Background: an optimization exercise with open tools, aiming at small area. Do not read the settings as production practice.
The RTL was checked by simulation tests, not by an equivalence proof against the original design.
No activity file was given, so power comes from the tool's default toggle rates. The flow treats the clock pin as an ideal source, which a real chip does not have.

Design keyed_dirty_point_store_top, start of the top module:
module keyed_dirty_point_store_top (
  input  logic        clk,
  input  logic        rst,
  input  logic        in_valid,
  output logic        in_stall,
  input  logic [2:0]  op,
  input  logic [31:0] key,
  input  logic [3:0]  byte_count,
  input  logic [63:0] value,
  output logic        out_valid,
  input  logic        out_stall,
  output logic [1:0]  status,
  output logic [63:0] read_value,
  output logic [3:0]  read_size,
  output logic [31:0] dirty_key,
  input  logic        cfg_valid,
  output logic        cfg_ready,
  input  logic [8:0]  buffer_bytes_in_use
);
For scale: about 0.039 mm² of cells after synthesis.
clock: 10.0 ns
lec_check: 0
cap_margin: 20
core_margin: 2
core_utilization: 65
slew_margin: 20
synth_hierarchical: 1
standard.sh (not shown) runs the stock make flow with config.mk's settings and CLKGATE_MAP_FILE= SYNTH_SCRIPT=/design/flow/synth_recipe.tcl, a recipe that flattens the netlist after the stock synthesis.
==> flow/flow/run.sh <==
#!/bin/bash
# standard layout with the smallest buffer on the ports and tuned clock tree; logs to this folder
export BUFFER_PORTS_ARGS="-buffer_cell sky130_fd_sc_hd__buf_1"
export CTS_ARGS="-sink_clustering_enable -sink_clustering_size 32 -sink_clustering_max_diameter 300 -buf_list sky130_fd_sc_hd__clkbuf_16 -repair_clock_nets -dont_use_dummy_load"
bash standard.sh > standard.log 2>&1
==> next run, changes <==
==> flow/flow/run.sh (replaced) <==
#!/bin/bash
# standard layout with the smallest buffer on the ports and tuned clock tree; logs to this folder
export BUFFER_PORTS_ARGS="-buffer_cell sky130_fd_sc_hd__buf_1"
export CTS_ARGS="-sink_clustering_enable -sink_clustering_size 33 -sink_clustering_max_diameter 300 -buf_list sky130_fd_sc_hd__clkbuf_16 -repair_clock_nets -dont_use_dummy_load"
bash standard.sh > standard.log 2>&1
After rerunning: The changed run completed with no timing, DRC or antenna violations; worst setup slack improved by 0.0065 ns; global-route usage hardly moves; register-to-register slack is better by 0.06 ns.
==> next run, changes <==
==> flow/flow/run.sh (replaced) <==
#!/bin/bash
# standard layout with the smallest buffer on the ports and tuned clock tree; logs to this folder
export BUFFER_PORTS_ARGS="-buffer_cell sky130_fd_sc_hd__buf_1"
export CTS_ARGS="-sink_clustering_enable -sink_clustering_size 34 -sink_clustering_max_diameter 300 -buf_list sky130_fd_sc_hd__clkbuf_16 -repair_clock_nets -dont_use_dummy_load"
bash standard.sh > standard.log 2>&1
The new run produced a clean layout; synthesized cell count is unchanged; sequential share of layout area increases by 0.11 points; design area hardly moves; wire length shrinks by 0.36%; total power shrinks by about 0.37%; via count is about the same; non-clock buffer count is unchanged; sequential cell count does not change; setup slack is worse by 0.012 ns; cell count does not change; synthesized area is unchanged.

The RTL this note starts from:
==> flow/design.v <==
module kdps_cmp (
  input  logic [31:0] a,
  input  logic [31:0] b,
  output logic        eq,
  output logic        gt
);
  logic [31:0] e;
  always_comb begin
    e  = a ~^ b;
    eq = &e;
    gt = 1'b0;
    for (int i = 0; i < 32; i++) begin
      gt = e[i] ? gt : a[i];
    end
  end
endmodule
module kdps_lane #(
  parameter int W = 8
) (
  input  logic         s,
  input  logic         k,
  input  logic [W-1:0] v,
  input  logic [W-1:0] t,
  output logic [W-1:0] h
);
  assign h = ({W{s}} & v) | ({W{k}} & t);
endmodule
module kdps_pick_n #(
  parameter int W = 32
) (
  input  logic         s,
  input  logic [W-1:0] a,
  input  logic [W-1:0] b,
  output logic [W-1:0] y
);
  assign y = ~(s ? a : b);
endmodule
module kdps_out_lo (
  input  logic [31:0] rn,
  input  logic        vsel_n,
  input  logic        dsel,
  output logic [31:0] rv,
  output logic [31:0] dk
);
  assign rv = ~(rn | {32{vsel_n}});
  assign dk = ~(rn & {32{dsel}});
endmodule
module keyed_dirty_point_store_top (
  input  logic        clk,
  input  logic        rst,
  input  logic        in_valid,
  output logic        in_stall,
  input  logic [2:0]  op,
  input  logic [31:0] key,
  input  logic [3:0]  byte_count,
  input  logic [63:0] value,
  output logic        out_valid,
  input  logic        out_stall,
  output logic [1:0]  status,
  output logic [63:0] read_value,
  output logic [3:0]  read_size,
  output logic [31:0] dirty_key,
  input  logic        cfg_valid,
  output logic        cfg_ready,
  input  logic [8:0]  buffer_bytes_in_use
);
  localparam int SW = 98;
  logic [16*SW-1:0] ring;
  logic [SW-1:0]    tl;
  logic [SW-1:0]    hd;
  logic [31:0]      t_key;
  logic [63:0]      t_val;
  logic             t_full;
  logic [3:0]       t_size;
  logic             t_dt;
  logic [3:0]  ph;
  logic        run;
  logic        fin;
  logic        f;
  logic [4:0]  pt_count;
  logic [8:0]  rm;
  logic        sub;
  logic [63:32] res;
  logic [31:0] res_n;
  logic [31:0] res_n_d;
  logic        res_full;
  logic        vsel;
  logic        dsel;
  logic [1:0]  st;
  logic op_def, op_set, op_get, op_clr1, op_clra, op_fd, op_lk;
  logic start, act, f_in, sv, at_end, eq, gt;
  logic def_room, def_ok, wr_def, hit, wr_set, get_ld, fd_hit, clr_dt, f_next;
  logic [3:0] take;
  logic [8:0] rm_d;
  assign cfg_ready = 1'b1;
  assign tl    = ring[16*SW-1 -: SW];
  assign t_key = tl[31:0];
  assign t_val = tl[95:32];
  assign t_full = tl[96];
  assign t_size = t_full ? 4'd8 : {1'b0, t_val[58:56]};
  assign t_dt   = tl[97];
  assign op_def  = (op == 3'd0);
  assign op_set  = (op == 3'd1);
  assign op_get  = (op == 3'd2);
  assign op_clr1 = (op == 3'd3);
  assign op_clra = (op == 3'd4);
  assign op_fd   = (op == 3'd5);
  assign op_lk   = op_set | op_get | op_clr1 | op_fd;
  assign start = in_valid & ~out_valid & ~fin & ~run & (ph == 4'd0);
  assign act   = start | run;
  assign f_in  = run & f;
  assign sv    = ({1'b0, ph} < pt_count);
  kdps_cmp u_cmp (.a(key), .b(t_key), .eq(eq), .gt(gt));
  assign at_end   = act & op_def & ({1'b0, ph} == pt_count);
  assign take     = (act & sv) ? t_size : byte_count;
  assign rm_d     = rm - {5'd0, take};
  assign def_room = ~rm_d[8];
  assign def_ok   = at_end & ~f_in & (key != 32'hFFFF_FFFF)
                  & (byte_count != 4'd0) & (byte_count <= 4'd8) & def_room;
  assign wr_def   = def_ok;
  assign hit    = act & sv & eq & (op_set | op_get | op_clr1);
  assign wr_set = hit & op_set;
  assign get_ld = hit & op_get;
  assign fd_hit = act & op_fd & sv & t_dt & ~f_in;
  assign clr_dt = (hit & op_clr1) | (act & op_clra);
  always_comb begin
    f_next = f_in | hit | fd_hit;
    if (op_def) begin
      f_next = f_in | (act & sv & ~gt) | (at_end & ~def_ok)
             | (act & (ph == 4'd15) & pt_count[4]);
    end
  end
  logic [7:0] byte_wr;
  logic [7:0] byte_keep;
  always_comb begin
    for (int b = 0; b < 8; b++) begin
      byte_wr[b]   = wr_set & (4'(b) < t_size);
      byte_keep[b] = ~wr_def & ~byte_wr[b];
    end
  end
  kdps_lane #(.W(32)) u_lane_key (
    .s(wr_def), .k(~wr_def), .v(key), .t(t_key), .h(hd[31:0])
  );
  for (genvar b = 0; b < 7; b++) begin : g_lane
    kdps_lane #(.W(8)) u_lane (
      .s(byte_wr[b]), .k(byte_keep[b]), .v(value[8*b +: 8]),
      .t(t_val[8*b +: 8]), .h(hd[32+8*b +: 8])
    );
  end
  kdps_lane #(.W(3)) u_lane_sz (
    .s(byte_wr[7] | wr_def), .k(byte_keep[7]),
    .v(wr_def ? byte_count[2:0] : value[58:56]), .t(t_val[58:56]), .h(hd[90:88])
  );
  kdps_lane #(.W(5)) u_lane_b7 (
    .s(byte_wr[7]), .k(byte_keep[7]), .v(value[63:59]), .t(t_val[63:59]),
    .h(hd[95:91])
  );
  assign hd[96] = wr_def ? byte_count[3] : t_full;
  assign hd[97] = wr_set | (t_dt & ~wr_def & ~clr_dt);
  always_ff @(posedge clk) begin
    ring <= {ring[15*SW-1:0], hd};
  end
  always_ff @(posedge clk) begin
    if (rst) begin
      ph       <= 4'd0;
      run      <= 1'b0;
      fin      <= 1'b0;
      pt_count <= 5'd0;
      rm       <= 9'd128;
      sub      <= 1'b0;
      out_valid <= 1'b0;
    end else begin
      ph  <= ph + 4'd1;
      run <= act & (ph != 4'd15);
      fin <= act & (ph == 4'd15);
      if (cfg_valid) begin
        rm  <= {1'b0, buffer_bytes_in_use[8] | buffer_bytes_in_use[7],
                buffer_bytes_in_use[6:0] & {7{~buffer_bytes_in_use[8]}}};
        sub <= 1'b1;
      end else if ((act && sv && sub) || wr_def) begin
        rm <= rm_d;
      end
      if (fin) begin
        sub <= 1'b0;
      end
      if (fin && op_def && !f) begin
        pt_count <= pt_count + 5'd1;
      end
      if (fin) begin
        out_valid <= 1'b1;
      end else if (!out_stall) begin
        out_valid <= 1'b0;
      end
    end
  end
  always_ff @(posedge clk) begin
    if (act) begin
      f <= f_next;
    end
    if (get_ld) begin
      res    <= t_val[63:32];
      res_full <= t_full;
    end
    if (get_ld || fd_hit) begin
      res_n <= res_n_d;
    end
    if (fin) begin
      vsel <= op_get & f;
      dsel <= op_fd & f;
      st   <= {op_def & f, op_lk & ~f};
    end
  end
  assign in_stall   = ~fin;
  assign status     = st;
  kdps_pick_n #(.W(32)) u_pick (.s(get_ld), .a(t_val[31:0]), .b(t_key), .y(res_n_d));
  kdps_out_lo u_out_lo (
    .rn(res_n), .vsel_n(~vsel), .dsel(dsel), .rv(read_value[31:0]), .dk(dirty_key)
  );
  assign read_value[55:32] = vsel ? res[55:32] : 24'd0;
  assign read_value[63:56] = (vsel && res_full) ? res[63:56] : 8'd0;
  assign read_size  = !vsel ? 4'd0 : res_full ? 4'd8 : {1'b0, res[58:56]};
endmodule
==> flow/config.mk <==
export PLATFORM = sky130hd
export DESIGN_NAME = keyed_dirty_point_store_top
export DESIGN_NICKNAME = keyed_dirty_point_store_top
export VERILOG_FILES = /design/flow/design.v
export SDC_FILE = /design/flow/constraint.sdc
export NUM_CORES = 4
export LEC_CHECK = 0
export CAP_MARGIN = 20
export CORE_MARGIN = 2
export CORE_UTILIZATION = 55
export SLEW_MARGIN = 20
export SYNTH_HIERARCHICAL = 1
==> flow/constraint.sdc <==
create_clock -name core_clock -period 10.0 [get_ports {clk}]
set_input_delay 2.0000 -clock core_clock [delete_from_list [all_inputs] [get_ports {clk}]]
set_output_delay 2.0000 -clock core_clock [all_outputs]
set_load 0.01 [all_outputs]
==> flow/flow/run.sh <==
#!/bin/bash
# standard layout with the smallest buffer on the ports and tuned clock tree; logs to this folder
export BUFFER_PORTS_ARGS="-buffer_cell sky130_fd_sc_hd__buf_1"
export CTS_ARGS="-sink_clustering_enable -sink_clustering_size 34 -sink_clustering_max_diameter 300 -buf_list sky130_fd_sc_hd__clkbuf_16 -repair_clock_nets -dont_use_dummy_load"
bash standard.sh > standard.log 2>&1
The starting point finished with timing, DRC and antenna clean.
Then changed:
- CORE_UTILIZATION: 55 -> 70
Effect: The changed run finished with timing, DRC and antenna clean; area after synthesis stays the same; clock power stays flat; design area shrinks by 0.55%; setup slack got worse by 0.089 ns; total power stays flat; core utilization grows by 16 points.
Then changed:
- CAP_MARGIN: 20 -> 0
- CORE_UTILIZATION: 70 -> 65
- SLEW_MARGIN: 20 -> 0
What happened: The new run completed with no timing, DRC or antenna violations; design area is about the same; final cell count went up by a few percent; global-route usage decreases by 2.3 points; via count hardly moves; power barely changes; routed wire length drops by a few percent; maximum frequency is about the same; core utilization is lower by 5.2 points.

## what the ideal ports hide
The flow's constraints put no driver on any port. The routed layouts listed below were extracted and timed again, unchanged, in two steps.
Step 1 sets driving cells, clkbuf_16 on the clock port and buf_2 on the other inputs (assumed; they add their load-dependent delay and slew).
Step 2 times the ports against the registers' clock, not the clock port: input delays grow and output delays shrink by t, the midpoint of the rising clock arrivals with the driver on.
Slacks: ideal / step 1 / step 2; pairs: ideal / step 1.
| run | shift t [ns] | setup WS [ns] | worst setup path at the end |
|---|---|---|---|
| the first run of note 1 | 0.698 | 4.305 / 4.344 / 3.646 | input to register |
| the second run of note 1 | 0.679 | 4.312 / 4.353 / 3.673 | input to register |
| the third run of note 1 | 0.682 | 4.300 / 4.339 / 3.657 | input to register |
| the first run of note 2 | 0.693 | 3.937 / 3.970 / 3.277 | input to register |
| the second run of note 2 | 0.682 | 3.848 / 3.879 / 3.197 | input to register |
| the third run of note 2 | 0.696 | 3.862 / 3.901 / 3.206 | input to register |
After both steps every run listed still meets setup and hold. The setup slack of the first run of note 2, which loses most, moves by +0.033 ns with the drivers and by -0.660 ns with both steps.
